Source: an optimization exercise on an open RTL-to-GDS flow (aim: small area, a short achievable clock period and few clock cycles per item). Production flows keep margins and buffers that such runs may drop. At most, simulation tests tie the RTL to the original design; equivalence was not proved. Power and IR drop assume default switching activity.

Setup of willow:
// serial_packet_framer_deframer_core
module serial_packet_framer_deframer_core #(
   parameter int TX_BUFFER_DEPTH = 256
) (
   input  logic       clock,
   input  logic       reset,
   input  logic       req_valid,
   output logic       req_ready,
   input  logic [2:0] req_action,
   input  logic [7:0] req_byte_value,
   input  logic [7:0] req_load_index,
   input  logic [7:0] req_tx_length,
   output logic       rsp_valid,
   input  logic       rsp_ready,
   output logic [1:0] rsp_kind,
   output logic [7:0] rsp_out_byte,
   output logic [7:0] rsp_position,
   output logic [7:0] rsp_packet_length,
   output logic       rsp_tx_busy
);
Size: roughly 60 I/O pins.
clock: 5.0 ns
lec_check: 0
abc_clock_period_in_ps: 2500
cap_margin: 20
core_margin: 2
core_utilization: 55
cts_cluster_diameter: 120
cts_cluster_size: 26
setup_slack_margin: 2.0
slew_margin: 20
run.sh (not shown) runs the stock make flow with config.mk's settings and CLKGATE_MAP_FILE= SYNTH_SCRIPT=/design/flow/synth_recipe.tcl, a recipe that flattens the netlist after the stock synthesis.
Having completed the whole flow, willow delivered a layout that passed the timing, design-rule and antenna checks.
Testbench counts of willow, summed over its fixed seeds: cycles 32,008, items 32,000.
Relative to willow, the following input files were edited for onyx:
--- a/flow/design.v
+++ b/flow/design.v
@@ -277,48 +277,48 @@
    assign ring_wr_seg  = ring_wr_seg_ff;
    assign ring_wr_data = ring_wr_data_ff;
    always_comb begin
       logic       found;
       found           = 1'b0;
       ring_wr_data_in = 8'd0;
       ring_wr_seg_in  = 5'd0;
       for (int q = 0; q < NPQ; q++) begin
          pq_match[q]  = pq_valid_ff[q] && (pq_idx_ff[q] == req_load_index);
          pq_due[q]    = pq_valid_ff[q] && !pq_sel_ff[q] && (pq_idx_ff[q][2:0] == phase_inc);
          pq_sel_in[q] = pq_due[q] && !found;
          found        = found || pq_due[q];
-         ring_wr_data_in = ring_wr_data_in | ({8{pq_sel_in[q]}}
-                           & ((ring_load && pq_match[q]) ? req_byte_value : pq_data_ff[q]));
+         ring_wr_data_in = ring_wr_data_in | ({8{pq_sel_in[q]}} & pq_data_ff[q]);
          ring_wr_seg_in  = ring_wr_seg_in  | ({5{pq_sel_in[q]}} & pq_idx_ff[q][7:3]);
       end
       pq_direct = ring_load && !(|pq_match) && !found && (req_load_index[2:0] == phase_inc);
       if (pq_direct) begin
          ring_wr_data_in = req_byte_value;
          ring_wr_seg_in  = req_load_index[7:3];
       end
    end
    always_comb begin
       logic [7:0] fwd;
       fwd          = 8'd0;
       for (int q = 0; q < NPQ; q++) begin
          pq_hit[q]    = pq_valid_ff[q] && (pq_idx_ff[q] == {ref_seg_ff, phase_ff});
          fwd          = fwd | ({8{pq_hit[q]}} & pq_data_ff[q]);
       end
-      if (ring_wr_en_ff && (ring_wr_seg_ff == ref_seg_ff)) begin
-         fwd = fwd | ring_wr_data_ff;
-      end
       ref_data   = fwd;
-      if (!(|pq_hit) && !(ring_wr_en_ff && (ring_wr_seg_ff == ref_seg_ff))) begin
-         for (int g = 1; g < NSEG; g++) begin
-            ref_data = ref_data | ({8{ref_sel_ff[g]}} & tap[g]);
+      if (!(|pq_hit)) begin
+         if (ring_wr_en_ff && (ring_wr_seg_ff == ref_seg_ff)) begin
+            ref_data = ring_wr_data_ff;
+         end else begin
+            for (int g = 1; g < NSEG; g++) begin
+               ref_data = ref_data | ({8{ref_sel_ff[g]}} & tap[g]);
+            end
          end
       end
    end
    logic [NPQ-1:0] pq_alloc;
    logic [7:0]     pq_idx_in [NPQ];
    logic           pq_room_next;
    always_comb begin
       logic       taken;
       logic       due_next;
       logic [NPQ-1:0] free;
       logic [NPQ-1:0] one, two;                  
       taken        = 1'b0;
@@ -377,25 +377,25 @@
       end else begin
          rx_phase_ff  <= rx_phase_in;
          tx_active_ff <= tx_active_in;
       end
       rx_count_ff    <= rx_count_in;
       rx_position_ff <= rx_position_in;
       tx_phase_ff    <= tx_phase_in;
       tx_count_ff    <= tx_count_in;
       tx_position_ff <= tx_position_in;
    end
    always_ff @(posedge clock) begin
       pq_valid_ff <= pq_valid_in;
-      pq_sel_ff   <= pq_sel_in;
+      pq_sel_ff   <= pq_sel_in & ~({NPQ{ring_load}} & pq_match);
       ring_wr_en_ff   <= (|pq_due) || pq_direct;
       ring_wr_seg_ff  <= ring_wr_seg_in;
       ring_wr_data_ff <= ring_wr_data_in;
       for (int q = 0; q < NPQ; q++) begin
          if ((ring_load && pq_match[q]) || pq_alloc[q]) begin
             pq_data_ff[q] <= req_byte_value;
          end
          pq_idx_ff[q] <= pq_idx_in[q];
       end
    end
    always_ff @(posedge clock) begin
       for (int i = 0; i < SL; i++) begin
Notes after the runs:
As far as total power draw is concerned, willow and onyx perform about the same. Against willow, worst supply voltage drop on vdd in onyx rose slightly. willow has lower number of cells on the worst reg-to-reg path than onyx. In the metrics for onyx and willow, the one carrying the lower vias after detailed routing is willow. Going from willow to onyx, the share of cell area taken by multi-input logic gates was found to have gone up by 0.81 points. Actual slew at the worst max-slew pin in onyx is 0.045 ns above willow. The clock group share of total power reported for onyx is greater than that of willow by 0.7 points. The non-clock buffer count in onyx sits 17 below the value recorded for willow. willow ended up with met4 as its uppermost signal routing layer after detailed routing; onyx ended up with met5.
The RTL of onyx was laid out without a check of its function.

[re-timing with driven ports]
The flow's constraints put no driver on any port. The routed layouts listed below were extracted and timed again, unchanged, in two steps. Step 1 (the two cells are an assumption about what drives the block):
set clk [get_ports {clock}]
set_driving_cell -lib_cell sky130_fd_sc_hd__clkbuf_16 $clk
set_driving_cell -lib_cell sky130_fd_sc_hd__buf_2 [delete_from_list [all_inputs] $clk]
Step 2, shift: input delay + t, output delay - t, t = (earliest + latest rising clock arrival at the registers) / 2. This alone moves slack from input paths to output paths. a / b / c = ideal / step 1 / step 2; a / b = the first two.
run | t, ns | setup WS [ns] | worst hold slack (ns) | worst register clock-pin slew, ns | pins driven straight from the clock port
willow | 0.787 | 1.974 / 1.974 / 1.354 | 0.298 / 0.298 / 0.298 | 0.12 / 0.12 | 1
onyx | 0.790 | 1.938 / 1.938 / 1.326 | 0.305 / 0.305 / 0.305 | 0.12 / 0.12 | 1
After both steps setup and hold are still met in every run listed. For willow, which loses most, drivers alone change the setup slack by 0.000 ns; drivers and shift together by -0.620 ns.
